Background: an optimization exercise with open tools, aiming at small area. Do not read the settings as production practice. Only simulation tests tie the RTL to the original design; equivalence was not proved.

==> module led_pattern_generator, before the edit <==
module led_pattern_generator
(
	input  logic        clk,
	input  logic        arst_n,
	input  logic        cfg_we,
	input  logic [2:0]  cfg_index,
	input  logic [15:0] cfg_wdata,
	input  logic        s_tvalid,
	output logic        s_tready,
	input  logic [31:0] s_tdata,   
	output logic        m_tvalid,
	input  logic        m_tready,
	output logic [23:0] m_tdata    
);
	logic [1:0]  mode;
	logic [23:0] color;
	logic [15:0] interval;
	logic        ramp_restart;
	logic        valid_s1;
	logic [31:0] now_s1;
	logic        valid_s2;
	logic [38:0] prod_s2;
	logic [23:0] color_s2;
	logic [23:0] color_q;
	logic        out_free;
	logic        s2_free;
	logic        s1_go;
	logic        emit;
	logic        load;
	logic [38:0] result;
	assign out_free = !m_tvalid || m_tready;
	assign s2_free  = !valid_s2 || out_free;
	assign s1_go    = valid_s1 && s2_free;
	assign s_tready = !valid_s1 || s2_free;
	always_ff @(posedge clk or negedge arst_n) begin
		if (!arst_n) begin
			valid_s1 <= 1'b0;
		end else if (s_tready) begin
			valid_s1 <= s_tvalid;
		end
	end
	always_ff @(posedge clk) begin
		if (s_tready) begin
			now_s1 <= s_tdata;
		end
	end
	lpg_cfg_regs u_cfg (
		.clk          (clk),
		.arst_n       (arst_n),
		.cfg_we       (cfg_we),
		.cfg_index    (cfg_index),
		.cfg_wdata    (cfg_wdata),
		.mode         (mode),
		.color        (color),
		.interval     (interval),
		.ramp_restart (ramp_restart)
	);
	lpg_core u_core (
		.clk          (clk),
		.arst_n       (arst_n),
		.mode         (mode),
		.color        (color),
		.interval     (interval),
		.ramp_restart (ramp_restart),
		.s1_go        (s1_go),
		.now          (now_s1),
		.emit         (emit),
		.load         (load),
		.result       (result)
	);
	always_ff @(posedge clk or negedge arst_n) begin
		if (!arst_n) begin
			valid_s2 <= 1'b0;
			m_tvalid <= 1'b0;
		end else begin
			if (s2_free) begin
				valid_s2 <= valid_s1 && emit;
			end
			if (out_free) begin
				m_tvalid <= valid_s2;
			end
		end
	end
	lpg_scale_div u_div_red   (.y(prod_s2[12:0]),  .q(color_s2[7:0]));
	lpg_scale_div u_div_green (.y(prod_s2[25:13]), .q(color_s2[15:8]));
	lpg_scale_div u_div_blue  (.y(prod_s2[38:26]), .q(color_s2[23:16]));
	always_ff @(posedge clk) begin
		if (s1_go && emit && load) begin
			prod_s2 <= result;
		end
	end
	always_ff @(posedge clk) begin
		if (out_free) begin
			color_q <= color_s2;
		end
	end
	assign m_tdata = color_q;
endmodule
clock: 10.0 ns
lec_check: 0
cap_margin: 20
core_margin: 2
core_utilization: 65
slew_margin: 20
standard.sh (not shown) runs the stock make flow with config.mk's settings and CLKGATE_MAP_FILE= SYNTH_SCRIPT=/design/flow/synth_recipe.tcl, a recipe that flattens the netlist after the stock synthesis.
==> flow/flow/run.sh <==
#!/bin/bash
# Own layout flow: the standard layout (standard.sh) with
#  - synthesis by flow/synth.tcl (the standard script with adder extraction only in the
#    multiplier and with the ABC script flow/area.abc; same registers as the standard
#    synthesis),
#  - port buffers of the smallest buffer cell,
#  - clock tree without dummy loads, from clkbuf_8, in clusters of up to 16 flip-flops.
# The make output goes to flow_make.log in the work folder; ORFS's per-step logs stay under
# orfs/logs/.
set -euo pipefail
W=$(pwd)
export MY_ABC_SCRIPT="$W/flow/area.abc"
export SYNTH_KEEP_MODULES="lpg_scale_mul"
export BUFFER_PORTS_ARGS="-buffer_cell sky130_fd_sc_hd__buf_1"
export CTS_ARGS="-sink_clustering_enable -repair_clock_nets -dont_use_dummy_load -buf_list {sky130_fd_sc_hd__clkbuf_8} -sink_clustering_size 16 -sink_clustering_max_diameter 60"
bash "$W/standard.sh" SYNTH_SCRIPT="$W/flow/synth.tcl" finish > "$W/flow_make.log" 2>&1
==> flow/flow/area.abc <==
strash
&get -n
&fraig -x
&put
scorr
dc2
dretime
strash
&get -n
&dch -f
&nf -R 1000
&put
buffer -c
upsize -c
dnsize -c
==> flow/flow/synth.tcl <==
# The standard synthesis script (synth_recipe.tcl), with two changes that touch only the
# combinational logic: Yosys's full/half-adder extraction runs only on the multiplier module
# (kept as a separate module until the final flatten by SYNTH_KEEP_MODULES in run.sh), and
# ABC runs the area-oriented script in $MY_ABC_SCRIPT instead of ORFS's. Registers are mapped by the same
# dfflibmap step as in the standard synthesis, so their names and cell types are unchanged.
proc synth {args} { yosys synth -nofsm -noshare {*}$args }
proc extract_fa {args} { yosys extract_fa {*}$args lpg_scale_mul }
proc abc {args} {
  set i [lsearch $args -script]
  if {$i >= 0} { set args [lreplace $args $i [expr {$i + 1}] -script $::env(MY_ABC_SCRIPT)] }
  yosys abc {*}$args
}
source $::env(SCRIPTS_DIR)/synth.tcl
# left out here: clear keep_hierarchy, flatten, clean up, hide names made inside functions, write 1_2_yosys.v
Then changed:
--- a/flow/design.v
+++ b/flow/design.v
@@ -315,4 +315,5 @@
 		if (!arst_n) begin
 			valid_s2 <= 1'b0;
+			prod_s2  <= '0;
 			m_tvalid <= 1'b0;
 		end else begin
@@ -320,4 +321,7 @@
 				valid_s2 <= valid_s1 && emit;
 			end
+			if (s1_go && emit && load) begin
+				prod_s2 <= result;
+			end
 			if (out_free) begin
 				m_tvalid <= valid_s2;
@@ -329,9 +333,4 @@
 	lpg_scale_div u_div_blue  (.y(prod_s2[38:26]), .q(color_s2[23:16]));
 	always_ff @(posedge clk) begin
-		if (s1_go && emit && load) begin
-			prod_s2 <= result;
-		end
-	end
-	always_ff @(posedge clk) begin
 		if (out_free) begin
 			color_q <= color_s2;
Result: The changed run completed with no timing, DRC or antenna violations. Final area grows by 1.9%. Wire length goes up by 9.0%. Global-route usage increases by 1.5 points. Count of clock-buffer cells in the layout went up by 1. Flip-flop and latch count does not change. Maximum frequency grows by 8.9%.

## separate check: timing with driven ports
Ports are ideal in the flow. The routed layouts listed here were re-timed in OpenROAD. Step 1 assumes that a clkbuf_16 drives the clock port and a buf_2 every other input. Step 2, shift: input delay + t, output delay - t, t = (earliest + latest rising clock arrival at the registers) / 2. This alone moves slack from input paths to output paths. a / b / c = ideal / step 1 / step 2; a / b = the first two.
| run | shift t [ns] | setup slack, ns | worst setup path at the end | clock arrival spread, ns | slew at the worst register clock pin (ns) |
|---|---|---|---|---|---|
| the first run | 0.554 | 2.380 / 2.380 / 2.380 | register to register | 0.066 / 0.066 | 0.10 / 0.10 |
| the second run | 0.558 | 3.004 / 3.004 / 3.004 | register to register | 0.060 / 0.061 | 0.10 / 0.10 |
After both steps setup and hold are still met in every run listed.
